Source: an optimization exercise on an open RTL-to-GDS flow (aim: small area). Production flows keep margins and buffers that such runs may drop.
In this exercise RTL edits were held to simulation tests only and were not proved equivalent to the original.
Power is estimated from default activity; no workload was simulated. No driver is modelled on the clock port, so clocking that relies on it looks cheaper here than on a real chip.

== job 911 ==
## apb_slave_mem
module apb_slave_mem #(
    parameter int unsigned DEPTH       = 256,
    parameter int unsigned WAIT_STATES = 2,
    parameter logic [31:0] BASE_ADDR   = 32'h0
) (
    input  logic        pclk,
    input  logic        rst_n,
    input  logic        psel,
    input  logic        penable,
    input  logic        pwrite,
    input  logic [31:0] paddr,
    input  logic [31:0] pwdata,
    output logic [31:0] prdata,
    output logic        pready,
    output logic        pslverr
);
For scale: about 9300 cells after synthesis, ~8200 flip-flops, about 100 I/O pins, roughly 0.17 sq mm of cells after synthesis.
export LEC_CHECK = 0
export CAP_MARGIN = 5
export CORE_MARGIN = 2
export CORE_UTILIZATION = 40
export SLEW_MARGIN = 5
export SYNTH_HIERARCHICAL = 1
create_clock -name core_clock -period 12.0 [get_ports {pclk}]
standard.sh (not shown) runs the stock make flow with config.mk's settings and CLKGATE_MAP_FILE= SYNTH_SCRIPT=/design/flow/synth_recipe.tcl, a recipe that flattens the netlist after the stock synthesis.
==> flow/flow/run.sh <==
#!/bin/bash
# Standard layout, with clock tree synthesis that clusters more flip-flops per
# leaf buffer and inserts no dummy loads, and the smallest buffer on each port.
set -euo pipefail
export CTS_ARGS="-sink_clustering_enable -repair_clock_nets -dont_use_dummy_load -sink_clustering_size 28 -sink_clustering_max_diameter 100 -buf_list sky130_fd_sc_hd__buf_12 -root_buf sky130_fd_sc_hd__clkbuf_16"
export BUFFER_PORTS_ARGS="-buffer_cell sky130_fd_sc_hd__buf_1"
bash standard.sh > standard.log 2>&1
Inputs modified between job 911 and job 7950:
--- a/flow/flow/run.sh
+++ b/flow/flow/run.sh
@@ -5 +5 @@
-export CTS_ARGS="-sink_clustering_enable -repair_clock_nets -dont_use_dummy_load -sink_clustering_size 28 -sink_clustering_max_diameter 100 -buf_list sky130_fd_sc_hd__buf_12 -root_buf sky130_fd_sc_hd__clkbuf_16"
+export CTS_ARGS="-sink_clustering_enable -repair_clock_nets -dont_use_dummy_load -sink_clustering_size 30 -sink_clustering_max_diameter 100 -buf_list sky130_fd_sc_hd__buf_12 -root_buf sky130_fd_sc_hd__buf_12 -tree_buf sky130_fd_sc_hd__buf_8"
Findings:
Changes observed in job 7950 relative to job 911: wire length of the first global-routing pass fell about 0.5%, number of logic inverters in the finished layout about even, final design instance area without fill fell by 0.31%. Post-route fraction of the period consumed by the critical path in job 7950 vs job 911: up 0.19 points. Of job 7950 and job 911, job 7950 shows the lower delay of the slowest critical-path stage, with job 911 above it.
Here is what was changed in the inputs of job 2490 compared with job 7950.
--- a/flow/flow/run.sh
+++ b/flow/flow/run.sh
@@ -5 +5 @@
-export CTS_ARGS="-sink_clustering_enable -repair_clock_nets -dont_use_dummy_load -sink_clustering_size 30 -sink_clustering_max_diameter 100 -buf_list sky130_fd_sc_hd__buf_12 -root_buf sky130_fd_sc_hd__buf_12 -tree_buf sky130_fd_sc_hd__buf_8"
+export CTS_ARGS="-sink_clustering_enable -repair_clock_nets -dont_use_dummy_load -sink_clustering_size 26 -sink_clustering_max_diameter 60 -buf_list sky130_fd_sc_hd__buf_12 -root_buf sky130_fd_sc_hd__clkbuf_16"
--- a/flow/config.mk
+++ b/flow/config.mk
@@ -8 +8 @@
-export CAP_MARGIN = 5
+export CAP_MARGIN = 20
@@ -11 +11 @@
-export SLEW_MARGIN = 5
+export SLEW_MARGIN = 20
### Flow results
Against job 7950, total area of multi-input combinational cells in job 2490 rose slightly.
From job 7950 to job 2490 the numbers moved as follows: slew of the pin with the lowest slew margin decreased 0.083 ns; clock period minus worst slack went down by 0.024 ns; clock transition at the registers of the reported paths -0.03 ns.
Met1 track demand over resource essentially unchanged between job 7950 and job 2490.

Starting RTL as in the previous note.
clock: 12.0 ns
lec_check: 0
cap_margin: 20
core_margin: 2
core_utilization: 40
slew_margin: 20
synth_hierarchical: 1
==> flow/flow/run.sh <==
#!/bin/bash
# Standard layout, with clock tree synthesis that clusters more flip-flops per
# leaf buffer and inserts no dummy loads, and the smallest buffer on each port.
set -euo pipefail
export CTS_ARGS="-sink_clustering_enable -repair_clock_nets -dont_use_dummy_load -sink_clustering_size 28 -sink_clustering_max_diameter 60 -buf_list sky130_fd_sc_hd__buf_12 -root_buf sky130_fd_sc_hd__clkbuf_16"
export BUFFER_PORTS_ARGS="-buffer_cell sky130_fd_sc_hd__buf_1"
bash standard.sh > standard.log 2>&1
The baseline completed with no timing, DRC or antenna violations.
Then changed:
==> flow/flow/run.sh (replaced) <==
#!/bin/bash
# Standard layout, with clock tree synthesis that clusters more flip-flops per
# leaf buffer and inserts no dummy loads, and the smallest buffer on each port.
set -euo pipefail
export CTS_ARGS="-sink_clustering_enable -repair_clock_nets -dont_use_dummy_load -sink_clustering_size 32 -sink_clustering_max_diameter 100 -buf_list sky130_fd_sc_hd__buf_12 -root_buf sky130_fd_sc_hd__buf_12 -tree_buf sky130_fd_sc_hd__buf_8"
export BUFFER_PORTS_ARGS="-buffer_cell sky130_fd_sc_hd__buf_1"
bash standard.sh > standard.log 2>&1
--- a/flow/config.mk
+++ b/flow/config.mk
@@ -6,7 +6,7 @@
 export NUM_CORES = 4
 export LEC_CHECK = 0
-export CAP_MARGIN = 20
+export CAP_MARGIN = 5
 export CORE_MARGIN = 2
 export CORE_UTILIZATION = 40
-export SLEW_MARGIN = 20
+export SLEW_MARGIN = 5
 export SYNTH_HIERARCHICAL = 1
Effect:
- global-route usage shrinks by 0.12 points
- via count shrinks by 1.2%
- non-clock buffer count grows by 1
- fmax is about the same
- total power shrinks by 4.1%
- worst hold slack improves by 0.038 ns
- sequential share of layout area grows by 1.1 points
- cell area shrinks by 1.2%
- wire length shrinks by 0.65%
- worst setup slack degrades by 0.012 ns
- die area stays the same
Then changed:
==> flow/flow/run.sh (replaced) <==
#!/bin/bash
# Standard layout, with clock tree synthesis that clusters more flip-flops per
# leaf buffer and inserts no dummy loads, and the smallest buffer on each port.
set -euo pipefail
export CTS_ARGS="-sink_clustering_enable -repair_clock_nets -dont_use_dummy_load -sink_clustering_size 29 -sink_clustering_max_diameter 100 -buf_list sky130_fd_sc_hd__buf_12 -root_buf sky130_fd_sc_hd__buf_12 -tree_buf sky130_fd_sc_hd__buf_8"
export BUFFER_PORTS_ARGS="-buffer_cell sky130_fd_sc_hd__buf_1"
bash standard.sh > standard.log 2>&1
Result:
- worst hold slack improves by 0.015 ns
- wire length stays flat
- clock-buffer cell count climbs by 27
- power climbs slightly
- final area hardly moves
- fmax climbs slightly
- cell count stays flat
- global-route usage is about the same
- sequential share of layout area drops by 0.26 points
- die area is unchanged
- area after synthesis is unchanged
Then changed:
==> flow/flow/run.sh (replaced) <==
#!/bin/bash
# Standard layout, with clock tree synthesis that clusters more flip-flops per
# leaf buffer and inserts no dummy loads, and the smallest buffer on each port.
set -euo pipefail
export CTS_ARGS="-sink_clustering_enable -repair_clock_nets -dont_use_dummy_load -sink_clustering_size 28 -sink_clustering_max_diameter 100 -buf_list sky130_fd_sc_hd__buf_12 -root_buf sky130_fd_sc_hd__clkbuf_16"
export BUFFER_PORTS_ARGS="-buffer_cell sky130_fd_sc_hd__buf_1"
bash standard.sh > standard.log 2>&1
--- a/flow/config.mk
+++ b/flow/config.mk
@@ -6,7 +6,7 @@
 export NUM_CORES = 4
 export LEC_CHECK = 0
-export CAP_MARGIN = 5
+export CAP_MARGIN = 20
 export CORE_MARGIN = 2
 export CORE_UTILIZATION = 40
-export SLEW_MARGIN = 5
+export SLEW_MARGIN = 20
 export SYNTH_HIERARCHICAL = 1
=> Hold slack got worse by 0.032 ns; sequential cell count is unchanged; via count increases by 0.35%.

Starting RTL as in the previous note.
Settings: LEC_CHECK=0, CAP_MARGIN=5, CORE_MARGIN=2, CORE_UTILIZATION=40, GPL_TIMING_DRIVEN=0, SLEW_MARGIN=5, SYNTH_HIERARCHICAL=1; clock period 12.0 ns.
==> flow/flow/run.sh <==
#!/bin/bash
# Standard layout, with clock tree synthesis that clusters more flip-flops per
# leaf buffer and inserts no dummy loads, and the smallest buffer on each port.
set -euo pipefail
export CTS_ARGS="-sink_clustering_enable -repair_clock_nets -dont_use_dummy_load -sink_clustering_size 30 -sink_clustering_max_diameter 100 -buf_list sky130_fd_sc_hd__buf_12 -root_buf sky130_fd_sc_hd__buf_12 -tree_buf sky130_fd_sc_hd__buf_8"
export BUFFER_PORTS_ARGS="-buffer_cell sky130_fd_sc_hd__buf_1"
bash standard.sh > standard.log 2>&1
Edit:
==> flow/flow/run.sh (replaced) <==
#!/bin/bash
# Standard layout, with clock tree synthesis that clusters more flip-flops per
# leaf buffer and inserts no dummy loads, and the smallest buffer on each port.
set -euo pipefail
export CTS_ARGS="-sink_clustering_enable -repair_clock_nets -dont_use_dummy_load -sink_clustering_size 28 -sink_clustering_max_diameter 100 -buf_list sky130_fd_sc_hd__buf_12"
export BUFFER_PORTS_ARGS="-buffer_cell sky130_fd_sc_hd__buf_1"
bash standard.sh > standard.log 2>&1
GPL_TIMING_DRIVEN = default   (was 0)
The changed run passed the timing, design-rule and antenna checks; via count increases by 0.74%; critical path depth increases by 1; utilization decreases by 0.15 points; wire length increases by 8.4%; cell area decreases by 0.35%; global-route usage increases by 0.94 points; die area stays the same; power increases by 1.0%; worst setup slack improved by 0.39 ns; maximum frequency increases by 4.7%.
Edit:
==> flow/flow/run.sh (replaced) <==
#!/bin/bash
# Standard layout, with clock tree synthesis that clusters more flip-flops per
# leaf buffer and inserts no dummy loads, and the smallest buffer on each port.
set -euo pipefail
export CTS_ARGS="-sink_clustering_enable -repair_clock_nets -dont_use_dummy_load -sink_clustering_size 28 -sink_clustering_max_diameter 100 -buf_list sky130_fd_sc_hd__buf_12 -root_buf sky130_fd_sc_hd__buf_12 -tree_buf sky130_fd_sc_hd__buf_8"
export BUFFER_PORTS_ARGS="-buffer_cell sky130_fd_sc_hd__buf_1"
bash standard.sh > standard.log 2>&1
=> The new run produced a clean layout; count of clock-buffer cells in the layout is unchanged; routed wire length hardly moves; non-clock buffer count is unchanged; die area does not change; setup slack got worse by 0.011 ns; sequential share of layout area stays flat; flip-flop and latch count is unchanged; synthesized area stays the same; final area hardly moves; first-iteration DRC count went up by 1.8%; power barely changes.

## what the ideal ports hide
Ports are ideal in the flow. The routed layouts listed here were re-timed in OpenROAD. Step 1, drivers: a clkbuf_16 drives pclk and a buf_2 each remaining input, both assumed. Step 2 moves the port delays by t, midway between the first and last clock arrival at a register: inputs arrive t later, outputs are due t later. That takes back most of the time a late clock gives input paths. Slacks: ideal ports / drivers / drivers and shift; pairs: ideal ports / drivers.
run	t, ns	setup slack, ns	worst hold slack (ns)
job 911	0.988	3.806 / 3.696 / 3.696	0.270 / 0.270 / 0.270
job 7950	0.995	3.784 / 3.686 / 3.686	0.262 / 0.262 / 0.262
job 2490	0.992	3.807 / 3.696 / 3.696	0.198 / 0.198 / 0.198
the first run of note 2	0.991	3.785 / 3.678 / 3.678	0.215 / 0.215 / 0.215
the second run of note 2	0.976	3.773 / 3.679 / 3.679	0.253 / 0.253 / 0.253
the third run of note 2	0.998	3.857 / 3.754 / 3.754	0.268 / 0.268 / 0.268
the fourth run of note 2	0.977	3.780 / 3.657 / 3.657	0.236 / 0.236 / 0.236
the first run of note 3	0.965	3.414 / 3.271 / 3.271	0.214 / 0.214 / 0.214
the second run of note 3	0.951	3.803 / 3.708 / 3.708	0.270 / 0.270 / 0.270
the third run of note 3	0.994	3.792 / 3.690 / 3.690	0.270 / 0.270 / 0.270
After both steps every run listed still meets setup and hold. The setup slack of the first run of note 3, which loses most, moves by -0.143 ns with the drivers and by -0.143 ns with both steps.
